What follows belongs to an exercise in optimizing a design on an open flow for small area and a short achievable clock period; a production flow would make more cautious choices. RTL that was checked went through simulation tests only; none was proved equivalent to the original. No activity file was given, so power comes from the tool's default toggle rates.

// xgmii_rx_stats_top
module xgmii_rx_stats_top (
    input  logic          sys_clk,
    input  logic          sys_rst,
    input  logic [255:0]  xgmii_rxd,
    input  logic [31:0]   xgmii_rxc,
    input  logic          clear,
    output logic          sec_tick,
    output logic [63:0]   rx_pps,
    output logic [63:0]   rx_throughput,
    output logic [63:0]   rx_errors
);
Size: ~3200 cells after synthesis, ~480 I/O pins, about 0.027 mm^2 of cells after synthesis.
export LEC_CHECK = 0
export CAP_MARGIN = 20
export CORE_MARGIN = 2
export CORE_UTILIZATION = 40
export CTS_BUF_LIST = sky130_fd_sc_hd__clkbuf_8
export CTS_CLUSTER_DIAMETER = 80
export CTS_CLUSTER_SIZE = 16
export SLEW_MARGIN = 20
create_clock -name core_clock -period 20.0 [get_ports {sys_clk}]
standard.sh (not shown) runs the stock make flow with config.mk's settings and CLKGATE_MAP_FILE= SYNTH_SCRIPT=/design/flow/synth_recipe.tcl, a recipe that flattens the netlist after the stock synthesis.
==> flow/flow/run.sh <==
#!/bin/bash
# The standard layout (standard.sh) with these changes:
#  - synthesis: the standard script (synth_recipe.tcl) with ABC run on
#    flow/map.abc instead of ORFS's speed script, and adders left to ABC
#    (no full-adder cell mapping); registers are mapped exactly as before;
#  - port buffers are plain buf_1 cells;
#  - timing repair may resize cells to other footprints;
#  - timing repair aims SETUP_SLACK_MARGIN ns beyond the constraint.
set -euo pipefail
here=$(pwd)
export MY_ABC_SCRIPT=$here/flow/map.abc
export ADDER_MAP_FILE=
export BUFFER_PORTS_ARGS="-buffer_cell sky130_fd_sc_hd__buf_1"
export SETUP_SLACK_MARGIN=${SETUP_SLACK_MARGIN:-12.5}
sed -e "s#SYNTH_SCRIPT=[^ ]*#SYNTH_SCRIPT=$here/flow/synth.tcl MATCH_CELL_FOOTPRINT=0#" standard.sh > standard_own.sh
grep -q "SYNTH_SCRIPT=$here/flow/synth.tcl" standard_own.sh
bash standard_own.sh > flow_make.log 2>&1
==> flow/flow/map.abc <==
strash
&get -n
&syn2
&dch -f
&nf
&put
buffer -c
upsize -c
dnsize -c
==> flow/flow/synth.tcl <==
proc synth {args} { yosys synth -nofsm -noshare {*}$args }
proc abc {args} {
  set i [lsearch -exact $args -script]
  if { $i >= 0 && [info exists ::env(MY_ABC_SCRIPT)] && $::env(MY_ABC_SCRIPT) ne "" } {
    lset args [expr { $i + 1 }] $::env(MY_ABC_SCRIPT)
  }
  yosys abc {*}$args
}
source $::env(SCRIPTS_DIR)/synth.tcl
# left out here: clear keep_hierarchy, flatten, clean up, hide names made inside functions, write 1_2_yosys.v
The first run passed the timing, DRC and antenna checks.
Next try:
--- a/flow/flow/run.sh
+++ b/flow/flow/run.sh
@@ -7,2 +7 @@
-#  - timing repair may resize cells to other footprints;
-#  - timing repair aims SETUP_SLACK_MARGIN ns beyond the constraint.
+#  - timing repair from CTS on aims 12 ns beyond the constraint.
@@ -14,2 +13 @@
-export SETUP_SLACK_MARGIN=${SETUP_SLACK_MARGIN:-12.5}
-sed -e "s#SYNTH_SCRIPT=[^ ]*#SYNTH_SCRIPT=$here/flow/synth.tcl MATCH_CELL_FOOTPRINT=0#" standard.sh > standard_own.sh
+sed "s#SYNTH_SCRIPT=[^ ]*#SYNTH_SCRIPT=$here/flow/synth.tcl#" standard.sh > standard_own.sh
@@ -17 +15,3 @@
-bash standard_own.sh > flow_make.log 2>&1
+# No margin before placement; the margin applies from CTS on.
+SETUP_SLACK_MARGIN=0 bash standard_own.sh synth floorplan place > flow_make_1.log 2>&1
+SETUP_SLACK_MARGIN=12 bash standard_own.sh > flow_make_2.log 2>&1
Result:
- wire length went down by 4.0%
- worst hold slack is about the same
- register-to-register slack gets worse by 0.40 ns
- final area went down by 9.5%
- clock-buffer cell count came out lower by 1
- global-route usage went down by 0.54 points
- power went down by 6.7%
- cell count goes down by 3.3%
- non-clock buffer count went down by 139
- via count went down by 3.1%

The RTL this note starts from:
==> flow/design.v <==
module xgmii_rx_stats #(
    parameter int NCH           = 4,
    parameter int CNT_W         = 16,
    parameter int TICKS_PER_SEC = 50000,
    parameter int MAX_LEN       = 1518
) (
    input  logic                 sys_clk,
    input  logic                 sys_rst,
    input  logic [64*NCH-1:0]    xgmii_rxd,
    input  logic [8*NCH-1:0]     xgmii_rxc,
    input  logic                 clear,
    output logic                 sec_tick,
    output logic [CNT_W*NCH-1:0] rx_pps,
    output logic [CNT_W*NCH-1:0] rx_throughput,
    output logic [CNT_W*NCH-1:0] rx_errors
);
    localparam int TW = (TICKS_PER_SEC > 1) ?
                        $clog2(TICKS_PER_SEC) : 1;
    localparam logic [TW-1:0] TC = TW'(TICKS_PER_SEC - 1);
    localparam int LW = 12;
    localparam logic [LW-1:0] LMAX = {1'b0, {(LW-1){1'b1}}};
    localparam int PW0 = $clog2(8 * TICKS_PER_SEC / 73 + 2);
    localparam int PW  = (PW0 < CNT_W) ? PW0 : CNT_W;
    logic [TW-1:0] win_q;
    logic          tick_q;
    logic          win_end;
    assign win_end = (win_q == TC);
    always_ff @(posedge sys_clk or posedge sys_rst) begin
        if (sys_rst) begin
            win_q  <= '0;
            tick_q <= 1'b0;
        end else begin
            win_q  <= (clear || win_end) ? '0 : win_q + 1'b1;
            tick_q <= !clear && win_end;
        end
    end
    assign sec_tick = tick_q;
    for (genvar k = 0; k < NCH; k++) begin : g_ch
        logic             st_q;
        logic [LW-1:0]    lm_q, lm_d;
        logic [PW-1:0]    pps_q, opps_q, p;
        logic [CNT_W-1:0] byt_q, err_q;
        logic [CNT_W-1:0] obyt_q, oerr_q;
        logic [CNT_W-1:0] b, e;
        logic [7:0] ctl, dat, trm, erl, bnd;
        logic       s0, s4;
        logic [8:0] nb;              
        logic [8:0] fst;             
        logic [3:0] pc [9];          
        logic [3:0] ds;              
        logic       eb;              
        logic       any_b, any_ft, good;
        logic [1:0] err_n;
        logic [7:0] rng;             
        logic [CNT_W:0] bx, by;
        always_comb begin
            for (int i = 0; i < 8; i++) begin
                logic [7:0] byt;
                logic       hi;
                byt    = xgmii_rxd[64*k + 8*i +: 8];
                hi     = &byt[7:3];
                ctl[i] = xgmii_rxc[8*k + i];
                dat[i] = !ctl[i];
                trm[i] = ctl[i] && hi && byt[2:0] == 3'b101;
                erl[i] = ctl[i] && hi && byt[2:0] == 3'b110;
            end
            s0 = ctl[0] && xgmii_rxd[64*k +: 8] == 8'hFB;
            s4 = ctl[4] && xgmii_rxd[64*k + 32 +: 8] == 8'hFB;
            bnd = trm | {3'b000, s4, 3'b000, s0};
            nb[0] = 1'b1;
            for (int i = 0; i < 8; i++)
                nb[i+1] = nb[i] && !bnd[i];
            fst = {nb[8], bnd & nb[7:0]};
            any_b  = !nb[8];
            any_ft = |(trm & nb[7:0]);
            eb     = |(erl & nb[7:0]);
            pc[0] = 4'd0;
            pc[1] = {3'd0, dat[0]};
            pc[2] = {3'd0, dat[0]} + {3'd0, dat[1]};
            pc[3] = pc[2] + {3'd0, dat[2]};
            pc[4] = pc[2] + ({3'd0, dat[2]} + {3'd0, dat[3]});
            pc[5] = pc[4] + {3'd0, dat[4]};
            pc[6] = pc[4] + ({3'd0, dat[4]} + {3'd0, dat[5]});
            pc[7] = pc[4] + ({3'd0, dat[4]} + {3'd0, dat[5]} +
                             {3'd0, dat[6]});
            pc[8] = pc[4] + ({3'd0, dat[4]} + {3'd0, dat[5]} +
                             {3'd0, dat[6]} + {3'd0, dat[7]});
            ds = 4'd0;
            for (int i = 0; i < 9; i++)
                ds = ds | (fst[i] ? pc[i] : 4'd0);
            for (int j = 0; j < 8; j++)
                rng[j] = !lm_q[LW-1] &&
                         (lm_q >= LW'(64 - j)) &&
                         (lm_q <= LW'(MAX_LEN - j));
            good = st_q && any_ft && !eb && rng[ds[2:0]];
            err_n = {1'b0, st_q && any_b && !good}
                  + {1'b0, s0 && |bnd[7:1]}
                  + {1'b0, s4 && |trm[7:5]};
            bx = {1'b0, byt_q} + {{(CNT_W+2-LW){1'b0}}, lm_q[LW-2:0]};
            by = bx + {{(CNT_W-2){1'b0}}, ds[2:0]};
            p = pps_q + {{(PW-1){1'b0}}, good};
            b = !good ? byt_q : (by[CNT_W] ? '1 : by[CNT_W-1:0]);
            begin
                logic [CNT_W:0] es;
                es = {1'b0, err_q} + {{(CNT_W-1){1'b0}}, err_n};
                e  = es[CNT_W] ? '1 : es[CNT_W-1:0];
            end
            if (!any_b) begin
                logic [LW:0] ls;
                ls   = {lm_q[LW-1], lm_q} + {{(LW-3){1'b0}}, ds};
                lm_d = (eb || (!lm_q[LW-1] && ls[LW-1])) ?
                       LMAX : ls[LW-1:0];
            end else if (s4) begin
                lm_d = (|erl[7:5]) ? LMAX :
                       LW'(pc[8] - pc[5]) - LW'(7);
            end else begin
                lm_d = (|erl[7:1]) ? LMAX :
                       LW'(pc[8] - pc[1]) - LW'(7);
            end
        end
        always_ff @(posedge sys_clk or posedge sys_rst) begin
            if (sys_rst) begin
                st_q   <= 1'b0;
                pps_q  <= '0;
                byt_q  <= '0;
                err_q  <= '0;
                opps_q <= '0;
                obyt_q <= '0;
                oerr_q <= '0;
            end else begin
                if (any_b)
                    st_q <= (s4 && !(|trm[7:5])) || (s0 && !(|bnd[7:1]));
                if (clear) begin
                    pps_q  <= '0;
                    byt_q  <= '0;
                    err_q  <= '0;
                    opps_q <= '0;
                    obyt_q <= '0;
                    oerr_q <= '0;
                end else if (win_end) begin
                    pps_q  <= '0;
                    byt_q  <= '0;
                    err_q  <= '0;
                    opps_q <= p;
                    obyt_q <= b;
                    oerr_q <= e;
                end else begin
                    pps_q  <= p;
                    byt_q  <= b;
                    err_q  <= e;
                end
            end
        end
        always_ff @(posedge sys_clk)
            lm_q <= lm_d;
        assign rx_pps[CNT_W*k +: CNT_W]        = CNT_W'(opps_q);
        assign rx_throughput[CNT_W*k +: CNT_W] = obyt_q;
        assign rx_errors[CNT_W*k +: CNT_W]     = oerr_q;
    end
endmodule
module xgmii_rx_stats_top (
    input  logic          sys_clk,
    input  logic          sys_rst,
    input  logic [255:0]  xgmii_rxd,
    input  logic [31:0]   xgmii_rxc,
    input  logic          clear,
    output logic          sec_tick,
    output logic [63:0]   rx_pps,
    output logic [63:0]   rx_throughput,
    output logic [63:0]   rx_errors
);
    xgmii_rx_stats #(
        .NCH          (4),
        .CNT_W        (16),
        .TICKS_PER_SEC(50000),
        .MAX_LEN      (1518)
    ) u_stats (
        .sys_clk      (sys_clk),
        .sys_rst      (sys_rst),
        .xgmii_rxd    (xgmii_rxd),
        .xgmii_rxc    (xgmii_rxc),
        .clear        (clear),
        .sec_tick     (sec_tick),
        .rx_pps       (rx_pps),
        .rx_throughput(rx_throughput),
        .rx_errors    (rx_errors)
    );
endmodule
Settings: LEC_CHECK=0, CAP_MARGIN=20, CORE_MARGIN=2, CORE_UTILIZATION=60, CTS_BUF_LIST=sky130_fd_sc_hd__clkbuf_4 sky130_fd_sc_hd__clkbuf_8, SLEW_MARGIN=20; clock period 20.0 ns.
==> flow/flow/run.sh <==
#!/bin/bash
set -euo pipefail
export BUFFER_PORTS_ARGS="-buffer_cell sky130_fd_sc_hd__buf_1"
bash standard.sh > flow_make.log 2>&1
==> next run, changes <==
- CORE_UTILIZATION: 60 -> 40
- CTS_BUF_LIST: sky130_fd_sc_hd__clkbuf_4 sky130_fd_sc_hd__clkbuf_8 -> default
What happened:
- The changed run completed with no timing, DRC or antenna violations
- critical path depth fell by 1
- via count is lower by 3.2%
- sequential share of layout area is lower by 0.54 points
- worst setup slack gets worse by 60 ps
- total power increases by 3.8%
- fmax fell by 0.59%
- wire length rose by 3.9%
- synthesized cell count does not change
- non-clock buffer count came out higher by 3
Function was not checked in any run of this note: the RTL went through the layout flow alone.

[static timing again, ports no longer ideal]
No port has a modelled driver above. Below, the same layouts with a new extraction and two added sets of constraints. Step 1 (the two cells are an assumption about what drives the block):
set clk [get_ports {sys_clk}]
set_driving_cell -lib_cell sky130_fd_sc_hd__clkbuf_16 $clk
set_driving_cell -lib_cell sky130_fd_sc_hd__buf_2 [delete_from_list [all_inputs] $clk]
Step 2 times the ports against the registers' clock, not the clock port: input delays grow and output delays shrink by t, the midpoint of the rising clock arrivals with the driver on. a / b / c = ideal ports / drivers / drivers and shift; a / b = the first two.
| run | t (ns) | setup WS [ns] | slew at the worst register clock pin (ns) |
|---|---|---|---|
| the first run of note 1 | 0.674 | 12.443 / 12.461 / 11.786 | 0.11 / 0.11 |
| the second run of note 1 | 0.663 | 12.160 / 12.192 / 11.530 | 0.12 / 0.12 |
| the first run of note 2 | 0.686 | 9.792 / 9.827 / 9.140 | 0.06 / 0.06 |
| the second run of note 2 | 0.657 | 9.732 / 9.772 / 9.116 | 0.06 / 0.06 |
After both steps every run listed still meets setup and hold. For the first run of note 1, which loses most, drivers alone change the setup slack by +0.018 ns; drivers and shift together by -0.657 ns.
